Source: an optimization exercise on an open RTL-to-GDS flow (aim: small area). Production flows keep margins and buffers that such runs may drop.
The RTL was checked by simulation tests, not by an equivalence proof against the original design.
Power and IR drop assume default switching activity.

$ cat design/flow/flow/run.sh
#!/bin/bash
# Own layout flow: the standard ORFS flow (standard.sh, unchanged synthesis) with
#  * port buffers of the smallest plain buffer instead of the default delay-cell buffers;
#  * clock tree synthesis without dummy loads and with somewhat larger sink clusters.
# Each tool's full output is kept in ORFS's own logs under orfs/logs; make's output goes to
# flow_make.log here.
set -euo pipefail
export BUFFER_PORTS_ARGS="-buffer_cell sky130_fd_sc_hd__buf_1"
export CTS_ARGS="-sink_clustering_enable -repair_clock_nets -dont_use_dummy_load -sink_clustering_size 16 -sink_clustering_max_diameter 45 -buf_list {sky130_fd_sc_hd__clkbuf_4 sky130_fd_sc_hd__clkbuf_8}"
bash standard.sh finish > flow_make.log 2>&1
$ cat design/flow/constraint.sdc
create_clock -name core_clock -period 6.0 [get_ports {clk}]
set_input_delay 1.2000 -clock core_clock [delete_from_list [all_inputs] [get_ports {clk}]]
set_output_delay 1.2000 -clock core_clock [all_outputs]
set_load 0.01 [all_outputs]
$ cat design/flow/config.mk
export PLATFORM = sky130hd
export DESIGN_NAME = reg_file_2r1w
export DESIGN_NICKNAME = reg_file_2r1w
export VERILOG_FILES = /design/flow/design.v
export SDC_FILE = /design/flow/constraint.sdc
export NUM_CORES = 4
export LEC_CHECK = 0
export CAP_MARGIN = 20
export CORE_MARGIN = 2
export CORE_UTILIZATION = 55
export CTS_BUF_LIST = sky130_fd_sc_hd__clkbuf_4 sky130_fd_sc_hd__clkbuf_8
export PLACE_DENSITY = 0.65
export SETUP_SLACK_MARGIN = 0.3
export SLEW_MARGIN = 20
export SYNTH_HIERARCHICAL = 1
$ cat design/flow/standard.sh
#!/bin/bash
# synth_recipe.tcl (not shown) runs the flow's synth.tcl, then flattens the netlist and writes it again
# the make line also repeats each setting of config.mk as NAME=value (left out here)
make -C /OpenROAD-flow-scripts/flow DESIGN_CONFIG=/design/flow/config.mk WORK_HOME=/design/flow/orfs CLKGATE_MAP_FILE= SYNTH_SCRIPT=/design/flow/synth_recipe.tcl "${@:-finish}"
$ cat design/flow/design.v
module rf_aoi222 (
  input  logic a1, b1, a2, b2, a3, b3,
  output logic y_n
);
  assign y_n = !((a1 && b1) || (a2 && b2) || (a3 && b3));
endmodule
module rf_ao221 (
  input  logic a1, b1, a2, b2, c1,
  output logic y
);
  assign y = (a1 && b1) || (a2 && b2) || c1;
endmodule
module rf_nand4 (
  input  logic a, b, c, d,
  output logic y
);
  assign y = !(a && b && c && d);
endmodule
module rf_nand2 (
  input  logic a, b,
  output logic y
);
  assign y = !(a && b);
endmodule
module rf_or3 (
  input  logic a, b, c,
  output logic y
);
  assign y = a || b || c;
endmodule
module rf_or2 (
  input  logic a, b,
  output logic y
);
  assign y = a || b;
endmodule
module rf_and3 (
  input  logic a, b, c,
  output logic y
);
  assign y = a && b && c;
endmodule
module rf_rd_bit (
  input  logic [31:0] sel,
  input  logic [31:0] d,
  output logic        y
);
  logic [9:0] p_n;
  logic       q0, q1, q2, r;
  for (genvar g = 0; g < 10; g++) begin : g_aoi
    rf_aoi222 u_aoi (
      .a1(sel[3*g]),   .b1(d[3*g]),
      .a2(sel[3*g+1]), .b2(d[3*g+1]),
      .a3(sel[3*g+2]), .b3(d[3*g+2]),
      .y_n(p_n[g]));
  end
  rf_nand4 u_q0 (.a(p_n[0]), .b(p_n[1]), .c(p_n[2]), .d(p_n[3]), .y(q0));
  rf_nand4 u_q1 (.a(p_n[4]), .b(p_n[5]), .c(p_n[6]), .d(p_n[7]), .y(q1));
  rf_nand2 u_q2 (.a(p_n[8]), .b(p_n[9]), .y(q2));
  rf_ao221 u_r  (.a1(sel[30]), .b1(d[30]), .a2(sel[31]), .b2(d[31]), .c1(q2), .y(r));
  rf_or3   u_y  (.a(q0), .b(q1), .c(r), .y(y));
endmodule
module rf_rd_dec (
  input  logic [4:0]  rd_addr,
  input  logic [4:0]  wr_addr,
  input  logic        wr_act,
  input  logic [31:1] nwact,
  output logic [31:0] sel
);
  logic [3:0] hi;
  logic [7:0] lo;
  always_comb begin
    for (int j = 0; j < 4; j++) hi[j] = (rd_addr[4:3] == 2'(j));
    for (int k = 0; k < 8; k++) lo[k] = (rd_addr[2:0] == 3'(k));
    sel[0] = wr_act && (wr_addr == rd_addr) && (rd_addr != '0);
  end
  for (genvar i = 1; i < 32; i++) begin : g_sel
    rf_and3 u_sel (.a(hi[i / 8]), .b(lo[i % 8]), .c(nwact[i]), .y(sel[i]));
  end
endmodule
module reg_file_2r1w #(
  parameter int N      = 32,
  parameter int ADDR_W = 5
) (
  input  logic              clk,
  input  logic              rst,
  input  logic [ADDR_W-1:0] rd_addr0,
  input  logic [ADDR_W-1:0] rd_addr1,
  output logic [N-1:0]      rd_data0,
  output logic [N-1:0]      rd_data1,
  input  logic              wr_ena,
  input  logic [ADDR_W-1:0] wr_addr,
  input  logic [N-1:0]      wr_data
);
  localparam int NREG = 2 ** ADDR_W;
  logic [N-1:0]    regs_q [1:NREG-1];
  logic [NREG-1:1] wr_dec;
  logic [NREG-1:1] wr_en;
  logic [N-1:0]    wr_val;
  logic            wr_act;
  logic [NREG-1:1] nwact;
  logic [NREG-1:0] sel0;
  logic [NREG-1:0] sel1;
  always_comb begin
    wr_act = wr_ena && !rst;
    wr_val = rst ? '0 : wr_data;
    for (int i = 1; i < NREG; i++) begin
      wr_dec[i] = wr_ena && (wr_addr == ADDR_W'(i));
      nwact[i]  = !(wr_act && (wr_addr == ADDR_W'(i)));
    end
  end
  for (genvar i = 1; i < NREG; i++) begin : g_wen
    rf_or2 u_wen (.a(rst), .b(wr_dec[i]), .y(wr_en[i]));
  end
  always_ff @(posedge clk) begin
    for (int i = 1; i < NREG; i++) begin
      if (wr_en[i]) regs_q[i] <= wr_val;
    end
  end
  rf_rd_dec u_dec0 (.rd_addr(rd_addr0), .wr_addr(wr_addr), .wr_act(wr_act), .nwact(nwact), .sel(sel0));
  rf_rd_dec u_dec1 (.rd_addr(rd_addr1), .wr_addr(wr_addr), .wr_act(wr_act), .nwact(nwact), .sel(sel1));
  for (genvar b = 0; b < N; b++) begin : g_bit
    logic [NREG-1:0] col;
    always_comb begin
      col[0] = wr_data[b];
      for (int i = 1; i < NREG; i++) col[i] = regs_q[i][b];
    end
    rf_rd_bit u_rd0 (.sel(sel0), .d(col), .y(rd_data0[b]));
    rf_rd_bit u_rd1 (.sel(sel1), .d(col), .y(rd_data1[b]));
  end
endmodule
==> impl_results.md, run 1 <==
- Die height: 274 µm
- Layout cells sized above 1: 14.4%
- CTS tree: done
- Synth Area in Simple Gates: approximately 7.6%
- Die W: about 270 µm
- Crit-path slowest cell: a222oi_1
- Cell area power density: approximately 300 nW/µm²
- Finished Layout Cells: between 3k and 4k
- Mapped Cells: 2243
- Core box area: between 70000 and 80000 µm²
- Buffers on Ports: between 100 and 150
- Dominant cell type by area after synthesis: edfxtp_1
- Yosys warnings: 9
- Setup TNS: 0 ns
- Tot Pwr: roughly 14000 µW
- Critical Path Start Type: input port
- CTS Hold Buffers Added: 0
- GRT Util Overall: 42.5%
- Commonest cells in the synthesized netlist: 992 x edfxtp_1, 640 x a222oi_1, 133 x nand4_1, 94 x nand2_1
- I/O pin count: between 100 and 150
- DP HPWL: between 90 and 100 mm
- FP Rows: 99
- Area fraction in compound gates after synthesis: between 15 and 20%
- Netlist Area Pre-Place: ~40000 µm²
- Slew @ Worst Pin: 1.29 ns
- Critical Path, Cell by Cell: buf_1 -> buf_4 -> and4b_1 -> nand2_1 -> and3_2 -> a222oi_1 -> nand4_1 -> or3_1 -> buf_1
- Final min period: 5.70 ns
- Setup CP Type: in -> out
- Fmax: 175 MHz
- Wire per inst: around 45 µm
- Antenna violations before repair: 12
- Largest net degree at the start of global routing: 43
- Worst hold start: wr_data[22]
- Total wire length: around 160 mm
- Worst slack, placed: about 0.25 ns
- Req. time, crit path: 4.80 ns
- Max reg flops: approximately 1000
- Post-layout worst setup margin: roughly 0.3 ns
- Min-delay worst type: in -> reg
- Largest regs: regs_q: 992 flops
- CP most frequent cell: buf_1
- Post-Synth XOR/XNOR Area: less than 1%
- Final setup vio count: 0
- Syn Nets: ~2.3k
- First-pass GRT wire length: between 200 and 250 mm
- Mux contribution to synthesized area: 0%
- GPL Wtd Cong: between 0.9 and 1
- Top cells by area, synth: edfxtp_1 74%, a222oi_1 16%, nand4_1 2.1%
- Placed insts: approximately 3.4k
- Slew margin rel.: 14.1%
- Clock transition at path regs: roughly 0.08 ns
- Post-DRT Antenna Nets: 0
- MaxCap Viol Count: 0
- Initial drt markers: 9053
- Area growth, synth to finish: 11.3%
- Total leakage power: around 0.015 µW
- Total global routing overflow: 0
- Clock buffer depth: 3
- Post-synth ARST share: 0%
- CP max stage delay: around 0.67 ns
- Ys flop type: edfxtp_1
- Post-synthesis sequential area ratio: around three quarters
- Tcrit/Tclk final: 95.0%
- Final Hold Vio Count: 0
- Worst VDD drop: ~240 µV
- Post-synthesis register bit count: around 990
- Most frequent cell after synthesis: edfxtp_1
- Slew Viols, Final: 0
- EDFF count, synth: about 990
- # DRC: 0
- Initial core utilization: between 50 and 60%
- H-tree depth: 3
- Vias: approximately 32k
- Synth cell types: 35
- DRT Pass-1 Iters: 13
- CP startpoint: wr_addr[2]
- Status: no timing/DRC/antenna violations
- Reg with most FFs: regs_q
- Sink Count: 992
- Synthesized area per cell: about 18 µm²
- RSZ-0062 raised after global routing: no
- Adder-cell area share of the yosys netlist: 0%
- Critical path fanouts, max: 26
- Layout Nets: ~2.7k
- Clock root buffer: clkbuf_8
- Largest family of logic cells by synthesized area: compound AO/OA/AOI/OAI gates
- Die ar.: about 75000 µm²
- Vias per cell: between 8 and 9
- Vias in the first global route: a little over 30k
- Number of buffers created by CTS: between 100 and 150
- Setup bufs post-CTS: 0
- Post-synth top area share: approximately three quarters
- Crit path capture type: output pin
- Crit path DAT: 4.50 ns
## Yosys stat by module (local to each module, per instance), excerpt
module / area (µm²) / copies in the design / flops+latches / cells inside
reg_file_2r1w: 30700 / 1 / 992 / 1142
rf_rd_dec: 201 / 2 / 0 / 24
rf_ao221: 10.0 / 64 / 0 / 1
rf_aoi222: 10.0 / 640 / 0 / 1
rf_and3: 6.26 / 62 / 0 / 1
rf_nand4: 6.26 / 128 / 0 / 1
rf_or2: 6.26 / 31 / 0 / 1
rf_or3: 6.26 / 64 / 0 / 1
rf_nand2: 3.75 / 64 / 0 / 1
## power breakdown
group / total [µW] / leakage (µW) / switching, µW / internal [µW]
clock network: 3850 / 0.000798 / 2220 / 1630
registers: 8610 / 0.00959 / 310 / 8300
logic: 1250 / 0.00437 / 926 / 328
## worst max-delay path: cells and delay by family
| kind | cells | cell delay (ns) |
|---|---|---|
| AND/OR/NAND/NOR | 5 | 1.85 |
| buffers and inverters | 3 | 0.77 |
| AO/OA/AOI/OAI | 1 | 0.67 |
## logic make-up after synthesis
group,after synthesis
buffers and inverters,25
XOR/XNOR,10
flip-flops,992
AND/OR/NAND/NOR,510
AO/OA/AOI/OAI,706
## worst paths after layout
kind / depth (start not counted) / endpoint
max: 9 / rd_data0[28]
min: 2 / regs_q[1][22]
## cell usage in the layout (no fill, tap or decap), types with 9 or more instances in the layout
master | Yosys | final
and3_2 | 0 | 30
or3_1 | 64 | 64
or2_2 | 0 | 30
a222oi_1 | 640 | 640
and3_1 | 64 | 29
buf_12 | 0 | 9
nand4_1 | 133 | 133
nor2b_4 | 0 | 19
a221o_1 | 64 | 64
buf_4 | 4 | 147
buf_1 | 0 | 110
nor2b_1 | 39 | 17
edfxtp_1 | 992 | 992
clkbuf_8 | 0 | 111
nand2_1 | 94 | 94
nor2_1 | 29 | 29
## per-stage QoR
step	area (µm²)	hold WS (ns)	utilization, %
3_5_place_dp	43100	1.72	59.2
2_1_floorplan	40200	1.64	-
6_report	44700	0.964	61.5
5_1_grt	44700	0.950	61.5
3_3_place_gp	43000	1.70	59.1
4_1_cts	44600	0.935	61.3
## what timing repair did
item	4_1_cts	5_1_grt
setup endpoints to repair	2	16
cloned	0	0
resized for setup	2	8
pin swaps	0	3
## layout make-up
class	count	area, µm²
tap	959	1200
antenna	6	15.0
clock buffer	111	1530
timing repair buffer	271	1730
multi-input combinational	1226	10500
fill	5333	28000
sequential	992	29800
## per-layer routing
| layer | GRT usage, % | part of all wire, % | vias to the layer above |
|---|---|---|---|
| met5 | 0 | 0.039 | - |
| met4 | 27.0 | 7.8 | 4 |
| met3 | 16.8 | 18 | 875 |
| met2 | 63.6 | 44 | 3662 |
| met1 | 51.6 | 31 | 15327 |
| li1 | - | - | 11673 |
==> run 2: changes to the inputs <==
--- a/design/flow/design.v
+++ b/design/flow/design.v
@@ -29,9 +29,9 @@
   assign y = a || b || c;
 endmodule
-module rf_or2 (
-  input  logic a, b,
+module rf_ao21 (
+  input  logic a1, a2, b1,
   output logic y
 );
-  assign y = a || b;
+  assign y = (a1 && a2) || b1;
 endmodule
 module rf_and3 (
@@ -95,5 +95,7 @@
   localparam int NREG = 2 ** ADDR_W;
   logic [N-1:0]    regs_q [1:NREG-1];
-  logic [NREG-1:1] wr_dec;
+  logic [3:0]      whi;
+  logic [3:0]      ahi;
+  logic [7:0]      wlo;
   logic [NREG-1:1] wr_en;
   logic [N-1:0]    wr_val;
@@ -105,11 +107,13 @@
     wr_act = wr_ena && !rst;
     wr_val = rst ? '0 : wr_data;
-    for (int i = 1; i < NREG; i++) begin
-      wr_dec[i] = wr_ena && (wr_addr == ADDR_W'(i));
-      nwact[i]  = !(wr_act && (wr_addr == ADDR_W'(i)));
+    for (int j = 0; j < 4; j++) begin
+      whi[j] = wr_ena && (wr_addr[4:3] == 2'(j));
+      ahi[j] = wr_act && (wr_addr[4:3] == 2'(j));
     end
+    for (int k = 0; k < 8; k++) wlo[k] = (wr_addr[2:0] == 3'(k));
   end
   for (genvar i = 1; i < NREG; i++) begin : g_wen
-    rf_or2 u_wen (.a(rst), .b(wr_dec[i]), .y(wr_en[i]));
+    rf_ao21  u_wen (.a1(whi[i / 8]), .a2(wlo[i % 8]), .b1(rst), .y(wr_en[i]));
+    rf_nand2 u_act (.a(ahi[i / 8]), .b(wlo[i % 8]), .y(nwact[i]));
   end
   always_ff @(posedge clk) begin
==> design/flow/flow/run.sh (replaced) <==
#!/bin/bash
# Own layout flow: the standard ORFS flow (standard.sh, unchanged synthesis) with
#  * port buffers of the smallest plain buffer instead of the default delay-cell buffers;
#  * clock tree synthesis without dummy loads, built from small clock buffers.
# Each tool's full output is kept in ORFS's own logs under orfs/logs; make's output goes to
# flow_make.log here.
set -euo pipefail
export BUFFER_PORTS_ARGS="-buffer_cell sky130_fd_sc_hd__buf_1"
export CTS_ARGS="-sink_clustering_enable -repair_clock_nets -dont_use_dummy_load -sink_clustering_size 10 -sink_clustering_max_diameter 35 -buf_list {sky130_fd_sc_hd__clkbuf_4}"
bash standard.sh finish > flow_make.log 2>&1
--- a/design/flow/config.mk
+++ b/design/flow/config.mk
@@ -9,5 +9,5 @@
 export CORE_MARGIN = 2
 export CORE_UTILIZATION = 55
-export CTS_BUF_LIST = sky130_fd_sc_hd__clkbuf_4 sky130_fd_sc_hd__clkbuf_8
+export CTS_BUF_LIST = sky130_fd_sc_hd__clkbuf_4
 export PLACE_DENSITY = 0.65
 export SETUP_SLACK_MARGIN = 0.3
==> impl_results.md, run 2 <==
- Antenna violations before repair: 6
- Final min period: approximately 5.7 ns
- Hold Path Sink: regs_q[2][21]
- Post-layout worst setup margin: between 0.3 and 0.4 ns
- GPL Wtd Cong: approximately 0.93
- Commonest non-fill, non-tap cell in the layout: edfxtp_1
- EDFF count, synth: a little under 1k
- Tcrit/Tclk final: 94.6%
- Area fraction in compound gates after synthesis: a little under a fifth
- Largest family of logic cells by synthesized area: compound AO/OA/AOI/OAI gates
- Clock root buffer: clkbuf_4
- Req. time, crit path: between 4 and 5 ns
- Max reg flops: a little under 1k
- Fmax: between 150 and 200 MHz
- Post-synthesis register bit count: between 900 and 1k
- Layout Nets: 2550
- Post-synth top area share: between 70% and 80%
- Vias: roughly 30k
- Net Sw Power: between 3000 and 4000 µW
- Number of buffers created by CTS: 144
- Die ar.: roughly 75000 µm²
- Reg with most FFs: regs_q
- Adder-cell area share of the yosys netlist: 0%
- Largest regs: regs_q: 992 flops
- GRT Util Overall: just under 40%
- Core box area: 71600 µm²
- Mapped Cells: roughly 2.2k
- Setup TNS: 0 ns
- Post-synthesis sequential area ratio: approximately three quarters
- Worst hold start: wr_data[21]
- Setup bufs post-CTS: 0
- DP HPWL: just over 80 mm
- Top cells by area, synth: edfxtp_1 75%, a222oi_1 16%, nand4_1 2.0%
- Critical path fanouts, max: 19
- Synth Area in Simple Gates: under 10%
- Seq pwr share: about two thirds
- Status: no timing/DRC/antenna violations
- Crit path DAT: approximately 4.5 ns
- Syn Nets: about 2.2k
- I/O pin count: between 100 and 150
- Slew @ Worst Pin: about 1.3 ns
- First-pass GRT wire length: between 200 and 250 mm
- Vias in the first global route: between 20k and 30k
- Total wire length: approximately 150 mm
- Sink Count: roughly 1000
- Largest net degree at the start of global routing: 34
- Setup CP Type: in -> out
- Layout cells sized above 1: 13.0%
- Final Hold Vio Count: 0
- Cell area power density: ~300 nW/µm²
- CTS tree: done
- RSZ-0062 raised after global routing: no
- FP Rows: between 90 and 100
- Clock share of power: 24.9%
- Hold Crit Depth: 2
- Critical Path, Cell by Cell: buf_1 -> nor3_2 -> a211oi_4 -> buf_4 -> a222oi_1 -> nand4_1 -> or3_1 -> buf_1
- Most frequent cell after synthesis: edfxtp_1
- Worst VDD drop: ~180 µV
- Total global routing overflow: 0
- MaxCap Viol Count: 0
- Buffers on Ports: approximately 110
- Slew margin rel.: approximately 16%
- Yosys warnings: 9
- Wire per inst: ~44 µm
- Clock buffer depth: 3
- Initial drt markers: approximately 8.0k
- Int Pwr: between 9000 and 10000 µW
- Top Family by Delay on Critical Path: simple AND/OR/NAND/NOR gates
- Post-DRT Antenna Nets: 0
- CP most frequent cell: buf_1
- Ys flop type: edfxtp_1
- Post-synth ARST share: 0%
- Min-delay worst type: in -> reg
- CP max stage delay: around 0.59 ns
- Crit path capture type: output pin
- Total leakage power: 0.0142 µW
- H-tree depth: 4
- Mux contribution to synthesized area: 0%
- Worst Path Buf+Inv: 3
- Synthesized area per cell: about 18 µm²
- Die height: between 200 and 300 µm
- Netlist Area Pre-Place: 39800 µm²
- Most frequent cells in the layout: 992 x edfxtp_1, 640 x a222oi_1, 145 x clkbuf_4
- Critical Path Start Type: input port
- Worst slack, placed: 0.527 ns
- DRT Pass-1 Iters: 13
- Clock transition at path regs: ~0.1 ns
- # DRC: 0
- Crit-path slowest cell: or3_1
- Comb power frac: under 10%
- Dominant cell type by area after synthesis: edfxtp_1
- Initial core utilization: 55.6%
- Vias per cell: about 8.7
- Sw Share: 25.5%
- Area growth, synth to finish: 9.17%
- Final setup vio count: 0
- Die W: 273 µm
- Post-Synth XOR/XNOR Area: less than 1%
- Commonest cells in the synthesized netlist: 992 x edfxtp_1, 640 x a222oi_1, 130 x nand4_1, 99 x nand2_1, 66 x and3_1
- Synth cell types: 24
- Slew Viols, Final: 0
## run 2: how the worst max path moves through the flow
stage,from,endpoint,slack (ns),depth (start not counted)
floorplan,wr_addr[2],rd_data0[0],1.47,7
global placement,wr_addr[2],rd_data1[4],0.53,9
detailed placement,wr_addr[2],rd_data1[29],0.53,9
CTS,wr_addr[2],rd_data1[29],0.52,9
global route,wr_addr[4],rd_data0[4],0.31,9
finish,rd_addr1[1],rd_data1[9],0.33,8
## run 2: power groups by stage
stage               Sequential [µW]  Clock [µW]  Combinational, µW
floorplan                      8640           0                560
global placement               8680           0               1110
detailed placement             8730           0               1130
CTS                            8570        3260               1140
global route                   8640        3520               1210
finish                         8590        3240               1190
## run 2: cell type report
class | instances | area [µm²]
repair buffers | 187 | 1100
flip-flops and latches | 992 | 29800
well taps | 950 | 1190
fillers | 5367 | 28200
clock buffers | 144 | 1080
multi-input cells | 1175 | 10300
diodes | 7 | 17.5
## run 2: logic make-up (layout without fill, tap and decap cells)
| group | count (synthesis) | count (layout) |
|---|---|---|
| AOI/OAI and AO/OA | 737 | 737 |
| xor gates and xnor gates | 10 | 10 |
| buffers and inverters | 9 | 331 |
| DFF | 992 | 992 |
| other | 0 | 7 |
| and+or+nand+nor | 428 | 428 |
## run 2: layer usage
metal | track usage, % | up-vias | part of all wire, %
met5 | 0.770 | - | 0.074
met4 | 30.0 | 8 | 8.4
met3 | 12.8 | 668 | 15
met2 | 59.2 | 3099 | 45
met1 | 48.1 | 14865 | 32
li1 | - | 11467 | -
## run 2: what timing repair did
item,4_1_cts,5_1_grt
setup endpoints to repair,0,3
hold buffers,0,0
resized for setup,0,3
## run 2: metrics by stage
step / instance area [µm²] / cells / utilization (%) / hold WS, ns / total power (µW)
after floorplan: 39800 / 2176 / - / 1.64 / 9200
after global placement: 42000 / 3297 / 58.7 / 1.87 / 9790
after detailed placement: 42200 / 3303 / 58.9 / 1.76 / 9860
after CTS: 43300 / 3447 / 60.4 / 0.644 / 13000
after global routing: 43400 / 3450 / 60.7 / 0.674 / 13400
final: 43400 / 3455 / 60.7 / 0.730 / 13000
## run 2: per-module statistics from Yosys, one instance, submodules excluded, a selection
module	cells inside	flip-flops and latches	area, µm²	copies in the design
rf_rd_dec	24	0	201	2
rf_nand4	1	0	6.26	128
rf_and3	1	0	6.26	62
rf_ao21	1	0	7.51	31
rf_nand2	1	0	3.75	95
reg_file_2r1w	1044	992	30200	1
==> run 3: changes to the inputs <==
--- a/design/flow/design.v
+++ b/design/flow/design.v
@@ -34,4 +34,10 @@
 );
   assign y = (a1 && a2) || b1;
+endmodule
+module rf_and2 (
+  input  logic a, b,
+  output logic y
+);
+  assign y = a && b;
 endmodule
 module rf_and3 (
@@ -101,4 +107,5 @@
   logic [N-1:0]    wr_val;
   logic            wr_act;
+  logic            nrst;
   logic [NREG-1:1] nwact;
   logic [NREG-1:0] sel0;
@@ -106,5 +113,5 @@
   always_comb begin
     wr_act = wr_ena && !rst;
-    wr_val = rst ? '0 : wr_data;
+    nrst   = !rst;
     for (int j = 0; j < 4; j++) begin
       whi[j] = wr_ena && (wr_addr[4:3] == 2'(j));
@@ -112,4 +119,7 @@
     end
     for (int k = 0; k < 8; k++) wlo[k] = (wr_addr[2:0] == 3'(k));
+  end
+  for (genvar b = 0; b < N; b++) begin : g_wval
+    rf_and2 u_wval (.a(wr_data[b]), .b(nrst), .y(wr_val[b]));
   end
   for (genvar i = 1; i < NREG; i++) begin : g_wen
==> impl_results.md, run 3 <==
- Vias in the first global route: 29.4k
- Worst slack, placed: around 0.52 ns
- Critical Path, Cell by Cell: buf_1 -> and4bb_1 -> nand2_1 -> and3_2 -> a222oi_1 -> nand4_1 -> or3_1 -> buf_1
- DP HPWL: 79.7 mm
- CP startpoint: wr_addr[3]
- Antenna violations before repair: 11
- Layout cells sized above 1: a little over an eighth
- Post-DRT Antenna Nets: 0
- Final Hold Vio Count: 0
- Number of buffers created by CTS: 148
- Ys flop type: edfxtp_1
- Layout Nets: 2530
- RSZ-0062 raised after global routing: no
- Initial core utilization: ~56%
- Core box area: around 70000 µm²
- Filler cells: 5332
- Vias: approximately 30k
- Fmax: around 170 MHz
- Total leakage power: 0.0140 µW
- Syn Nets: 2224
- Cell area power density: ~300 nW/µm²
- CTS tree: done
- Post-synth ARST share: 0%
- Die W: between 200 and 300 µm
- Total wire length: ~150 mm
- Die ar.: ~74000 µm²
- Most frequent cells in the layout: 992 x edfxtp_1, 640 x a222oi_1, 148 x clkbuf_4
- Vias per cell: slightly below 9
- Setup bufs post-CTS: 0
- Setup CP Type: in -> out
- Tcrit/Tclk final: 95.7%
- Crit path capture type: output pin
- Netlist Area Pre-Place: around 40000 µm²
- Max reg flops: about 1000
- Status: no timing/DRC/antenna violations
- Final min period: 5.74 ns
- Critical path fanouts, max: 32
- Buffers on Ports: about 110
- CP most frequent cell: buf_1
- H-tree depth: 4
- Worst hold start: wr_data[3]
- Min-delay worst type: in -> reg
- Largest net degree at the start of global routing: 33
- Setup TNS: 0 ns
- Post-synthesis register bit count: around 990
- CP max stage delay: ~0.64 ns
- CTS Hold Buffers Added: 0
- GRT Util Overall: 39.0%
- Largest regs: regs_q: 992 flops
- Post-synth top area share: between 70% and 80%
- Clock root buffer: clkbuf_4
- Slew Viols, Final: 0
- MaxCap Viol Count: 0
- Sink Count: about 990
- GPL Wtd Cong: roughly 0.9
- I/O pin count: roughly 110
- Dominant cell type by area after synthesis: edfxtp_1
- Top cells by area, synth: edfxtp_1 75%, a222oi_1 16%, nand4_1 2.0%
- DRT Pass-1 Iters: 11
- Area growth, synth to finish: 8.19%
- Wire per inst: 43.2 µm
- Critical Path Start Type: input port
- Slew @ Worst Pin: 1.25 ns
- Clock buffer depth: 3
- Reg with most FFs: regs_q
- Die height: approximately 270 µm
- EDFF count, synth: ~990
- Req. time, crit path: around 4.8 ns
- Post-layout worst setup margin: ~0.26 ns
- Final hold slack: 0.867 ns
- Commonest non-fill, non-tap cell in the layout: edfxtp_1
- Synthesized area per cell: 18.3 µm²
- Post-synthesis sequential area ratio: 74.9%
- Final setup vio count: 0
- FP Rows: a little under 100
- Commonest cells in the synthesized netlist: 992 x edfxtp_1, 640 x a222oi_1, 130 x nand4_1, 99 x nand2_1, 65 x and3_1
- Synth cell types: 26
- Crit-path slowest cell: a222oi_1
- Initial drt markers: about 7.9k
- Total global routing overflow: 0
- # DRC: 0
- Mapped Cells: around 2.2k
- Yosys warnings: 9
- Most frequent cell after synthesis: edfxtp_1
- Crit path DAT: ~4.5 ns
- Clock transition at path regs: between 0.1 and 0.15 ns
- First-pass GRT wire length: 205 mm
- Slew margin rel.: between 10% and 20%
- Worst VDD drop: 205 µV
[run 3: routing by layer]
layer / vias up / part of all wire, % / track usage [%] / wire length (µm)
met5: - / 0.031 / 0 / 46
met4: 6 / 6.4 / 22.0 / 9410
met3: 668 / 17 / 12.6 / 25200
met2: 3276 / 43 / 57.8 / 64200
met1: 14817 / 33 / 51.3 / 49200
li1: 11420 / - / - / -
[run 3: cell type report]
cell class	instances	area, µm²	share of cell area (%)
multi-input cells	1175	10100	23.5
flip-flops and latches	992	29800	69.2
inverters	1	3.75	0.00872
diodes	2	5.00	0.0116
clock buffers	148	1110	2.58
repair buffers	162	827	1.92
well taps	950	1190	2.76
[run 3: cells by family after synthesis]
kind of cell           count (synthesis)  share of synthesized area, %
AO/OA/AOI/OAI                        737                          18.4
AND/OR/NAND/NOR                      428                          6.26
flip-flops                           992                          74.9
buffers and inverters                  7                         0.179
XOR/XNOR                              10                         0.296
[run 3: worst paths after layout]
check	to	slack, ns	depth (start not counted)
max	rd_data0[30]	0.26	8
min	regs_q[25][3]	0.87	2
[run 3: where the power goes]
| part | internal [µW] | switching (µW) |
|---|---|---|
| combinational | 296 | 886 |
| sequential | 8290 | 296 |
| clock | 1130 | 2160 |
| total | 9720 | 3340 |
[run 3: what timing repair did]
action,CTS,global route
setup endpoints to repair,0,7
gates resized for setup,0,3
endpoints found under the hold margin,0,0
[run 3: modules after synthesis, one instance, submodules excluded, excerpt]
module / cells inside / area (µm²)
reg_file_2r1w: 1010 / 29900
rf_rd_dec: 24 / 201
rf_aoi222: 1 / 10.0
rf_ao221: 1 / 10.0
rf_or3: 1 / 6.26
rf_and2: 1 / 6.26
rf_and3: 1 / 6.26
rf_nand2: 1 / 3.75
[run 3: critical path: cells and delay by family]
kind                   cells  cell delay (ns)
AND/OR/NAND/NOR            5             2.16
AO/OA/AOI/OAI              1             0.64
buffers and inverters      2             0.50
[run 3: through the flow]
| step | utilization (%) | std cells | power (µW) | area [µm²] |
|---|---|---|---|---|
| floorplan | - | 2174 | 9200 | 39800 |
| global placement | 58.5 | 3279 | 9780 | 41800 |
| detailed placement | 58.5 | 3279 | 9850 | 41800 |
| CTS | 60.1 | 3427 | 13000 | 42900 |
| global route | 60.2 | 3429 | 13400 | 43000 |
| finish | 60.2 | 3430 | 13100 | 43000 |
==> run 4: changes to the inputs <==
--- a/design/flow/config.mk
+++ b/design/flow/config.mk
@@ -6,5 +6,5 @@
 export NUM_CORES = 4
 export LEC_CHECK = 0
-export CAP_MARGIN = 20
+export CAP_MARGIN = 10
 export CORE_MARGIN = 2
 export CORE_UTILIZATION = 55
@@ -12,4 +12,4 @@
 export PLACE_DENSITY = 0.65
 export SETUP_SLACK_MARGIN = 0.3
-export SLEW_MARGIN = 20
+export SLEW_MARGIN = 10
 export SYNTH_HIERARCHICAL = 1
==> impl_results.md, run 4 <==
- Clock buffer depth: 3
- Total global routing overflow: 0
- Post-synthesis sequential area ratio: 74.9%
- Reg with most FFs: regs_q
- Total wire length: around 150 mm
- Sequential cell area: around 30000 µm²
- First-pass GRT wire length: 206 mm
- Critical path fanouts, max: 32
- Yosys warnings: 9
- Vias in the first global route: a little under 30k
- Critical Path Start Type: input port
- Net Sw Power: approximately 3400 µW
- Initial drt markers: about 7.8k
- Post-Synth XOR/XNOR Area: less than 1%
- Mux contribution to synthesized area: 0%
- Largest net degree at the start of global routing: 33
- Cell area power density: 305 nW/µm²
- CP max stage delay: approximately 1.1 ns
- DRT Pass-1 Iters: 13
- Clock share of power: around a quarter
- EDFF count, synth: between 900 and 1k
- Clock transition at path regs: roughly 0.090 ns
- H-tree depth: 4
- Final setup vio count: 0
- Tcrit/Tclk final: a little over nine tenths
- Vias per cell: 8.80
- Largest regs: regs_q: 992 flops
- Netlist Area Pre-Place: around 40000 µm²
- Worst VDD drop: roughly 200 µV
- CP most frequent cell: buf_1
- Finished Layout Cells: roughly 3.4k
- I/O pin count: 114
- Post-DRT Antenna Nets: 0
- Post-layout worst setup margin: ~0.36 ns
- Synthesized area per cell: about 18 µm²
- Slew @ Worst Pin: around 1.4 ns
- Placed insts: ~3.3k
- Commonest non-fill, non-tap cell in the layout: edfxtp_1
- Status: no timing/DRC/antenna violations
- Final min period: 5.64 ns
- Grt met2 use: 57.6%
- # DRC: 0
- Adder-cell area share of the yosys netlist: 0%
- Layout Nets: ~2.5k
- Met3 GRT Util: about an eighth
- Core box area: just over 70000 µm²
- Worst slack, placed: between 0.5 and 0.6 ns
- Gr busiest metal: met2
- Vias: between 30k and 40k
- Crit path DAT: around 4.4 ns
- Die height: around 270 µm
- Syn Nets: around 2.2k
- Commonest cells in the synthesized netlist: 992 x edfxtp_1, 640 x a222oi_1, 130 x nand4_1, 99 x nand2_1, 65 x and3_1
- Sink Count: slightly below 1k
- Crit-path slowest cell: and3_2
- Footprint of the multi-input gates: about 10000 µm²
- GR Layer Usage met1: between 50% and 60%
- Number of buffers created by CTS: about 150
- Min-delay worst type: in -> reg
- Post-synth top area share: approximately 75%
- Post-synthesis register bit count: 992
- Setup CP Type: in -> out
- Setup bufs post-CTS: 0
- Seq pwr share: 65.6%
- CTS tree: done
- DP HPWL: 79.7 mm
- Filler cells: between 5k and 6k
- Die ar.: approximately 74000 µm²
- Crit path capture type: output pin
- Wire per inst: 43.1 µm
- Slew Viols, Final: 0
- Area growth, synth to finish: 8.05%
- Critical Path, Cell by Cell: buf_1 -> nor3b_1 -> and3_2 -> a222oi_1 -> nand4_1 -> or3_1 -> buf_1
- Req. time, crit path: ~4.8 ns
- Slew margin rel.: a little under a tenth
- Most frequent cells in the layout: 992 x edfxtp_1, 640 x a222oi_1, 151 x clkbuf_4
- Antenna violations before repair: 12
- Initial core utilization: roughly 56%
- Int Pwr: between 9000 and 10000 µW
- Most frequent cell after synthesis: edfxtp_1
- Mapped Cells: around 2.2k
- Total leakage power: about 0.014 µW
- Synth cell types: 26
- Final Hold Vio Count: 0
- FP Rows: around 100
- Synth Area in Simple Gates: roughly 6.3%
- Layout cells sized above 1: 12.1%
- Die W: around 270 µm
- Setup TNS: 0 ns
- Max reg flops: 992
- Fmax: ~180 MHz
- Ys flop type: edfxtp_1
- Top cells by area, synth: edfxtp_1 75%, a222oi_1 16%, nand4_1 2.0%
- Comb power frac: roughly 9%
- Largest family of logic cells by synthesized area: compound AO/OA/AOI/OAI gates
- Clock root buffer: clkbuf_4
- GRT Util Overall: around 40%
- Buffers on Ports: approximately 110
- Area fraction in compound gates after synthesis: 18.4%
- RSZ-0062 raised after global routing: no
- MaxCap Viol Count: 0
- Sw Share: about a quarter
- Dominant cell type by area after synthesis: edfxtp_1
- Layout Utilization: 60.1%
- Final hold slack: between 1 and 1.5 ns
- GPL Wtd Cong: 0.926
- Post-synth ARST share: 0%
run 4: cell counts after synthesis:
No cell type changed its count.
run 4: Yosys stat by module, one instance, submodules excluded, a selection:
| module | cells inside | flops+latches | copies in the design |
|---|---|---|---|
| rf_or3 | 1 | 0 | 64 |
| rf_rd_dec | 24 | 0 | 2 |
| rf_and2 | 1 | 0 | 32 |
| rf_nand4 | 1 | 0 | 128 |
| reg_file_2r1w | 1010 | 992 | 1 |
| rf_ao221 | 1 | 0 | 64 |
| rf_nand2 | 1 | 0 | 95 |
| rf_aoi222 | 1 | 0 | 640 |
| rf_ao21 | 1 | 0 | 31 |
| rf_and3 | 1 | 0 | 62 |
run 4: per-layer routing:
layer,vias up,wire (µm)
met5,-,25
met4,4,9220
met3,657,25700
met2,3260,64300
met1,14929,49000
li1,11426,-
run 4: final cells by class:
cell class              instances  area share, %
inverters                       1        0.00873
multi-input cells            1175           23.3
well taps                     950           2.77
clock buffers                 151           2.64
diodes                         11         0.0641
repair buffers                161           1.86
flip-flops and latches        992           69.3
run 4: worst max-delay path, delay by kind of cell:
family,cells,cell delay (ns)
AOI/OAI and AO/OA,1,0.27
buffers and inverters,2,0.51
and+or+nand+nor,4,2.42
run 4: timing repair:
action                     CTS  global route
hold buffers                 0             0
hold endpoints to repair     0             0
resized for setup            0             2
setup endpoints to repair    0             8
run 4: logic make-up (layout without fill, tap and decap cells):
logic type      count (synthesis)  count (layout)
compound gates                737             737
xor+xnor                       10              10
buf+inv                         7             313
flops                         992             992
other cells                     0              11
simple gates                  428             428
run 4: through the flow:
stage          instance area (µm²)  total power, µW
2_1_floorplan                39800             9200
3_3_place_gp                 41800             9780
3_5_place_dp                 41800             9850
4_1_cts                      42900            13000
5_1_grt                      43000            13400
6_report                     43000            13100
run 4: path summary, 6_finish.rpt:
path                  cells past startpoint        start            end
worst max-delay path                      7  rd_addr1[0]   rd_data1[30]
worst min-delay path                      2  wr_data[15]  regs_q[7][15]
run 4: power groups by stage:
stage / clock network, µW / logic, µW / registers (µW)
3_3_place_gp: 0 / 1110 / 8680
5_1_grt: 3590 / 1190 / 8650
6_report: 3320 / 1180 / 8590
2_1_floorplan: 0 / 558 / 8640
3_5_place_dp: 0 / 1120 / 8730
4_1_cts: 3320 / 1120 / 8570

-- re-timing with driven ports --
The flow's constraints put no driver on any port. The routed layouts listed below were extracted and timed again, unchanged, in two steps.
Step 1 assumes that a clkbuf_16 drives the clock port and a buf_2 every other input.
Step 2, shift: input delay + t, output delay - t, t = (earliest + latest rising clock arrival at the registers) / 2. This alone moves slack from input paths to output paths.
a / b / c = ideal ports / drivers / drivers and shift; a / b = the first two.
run | t (ns) | slack for setup (ns) | hold slack, ns | worst setup path after step 2 | pins driven straight from the clock port
run 1 | 0.778 | 0.301 / 0.272 / 0.272 | 0.964 / 0.925 / 1.703 | input to output | 1
run 2 | 1.039 | 0.327 / 0.295 / 0.295 | 0.730 / 0.689 / 1.728 | input to output | 1
run 3 | 1.073 | 0.259 / 0.234 / 0.234 | 0.867 / 0.836 / 1.909 | input to output | 1
run 4 | 1.079 | 0.362 / 0.331 / 0.331 | 1.090 / 1.071 / 1.942 | input to output | 1
After both steps setup and hold are still met in every run listed. The setup slack of run 2, which loses most, moves by -0.032 ns with the drivers and by -0.032 ns with both steps.
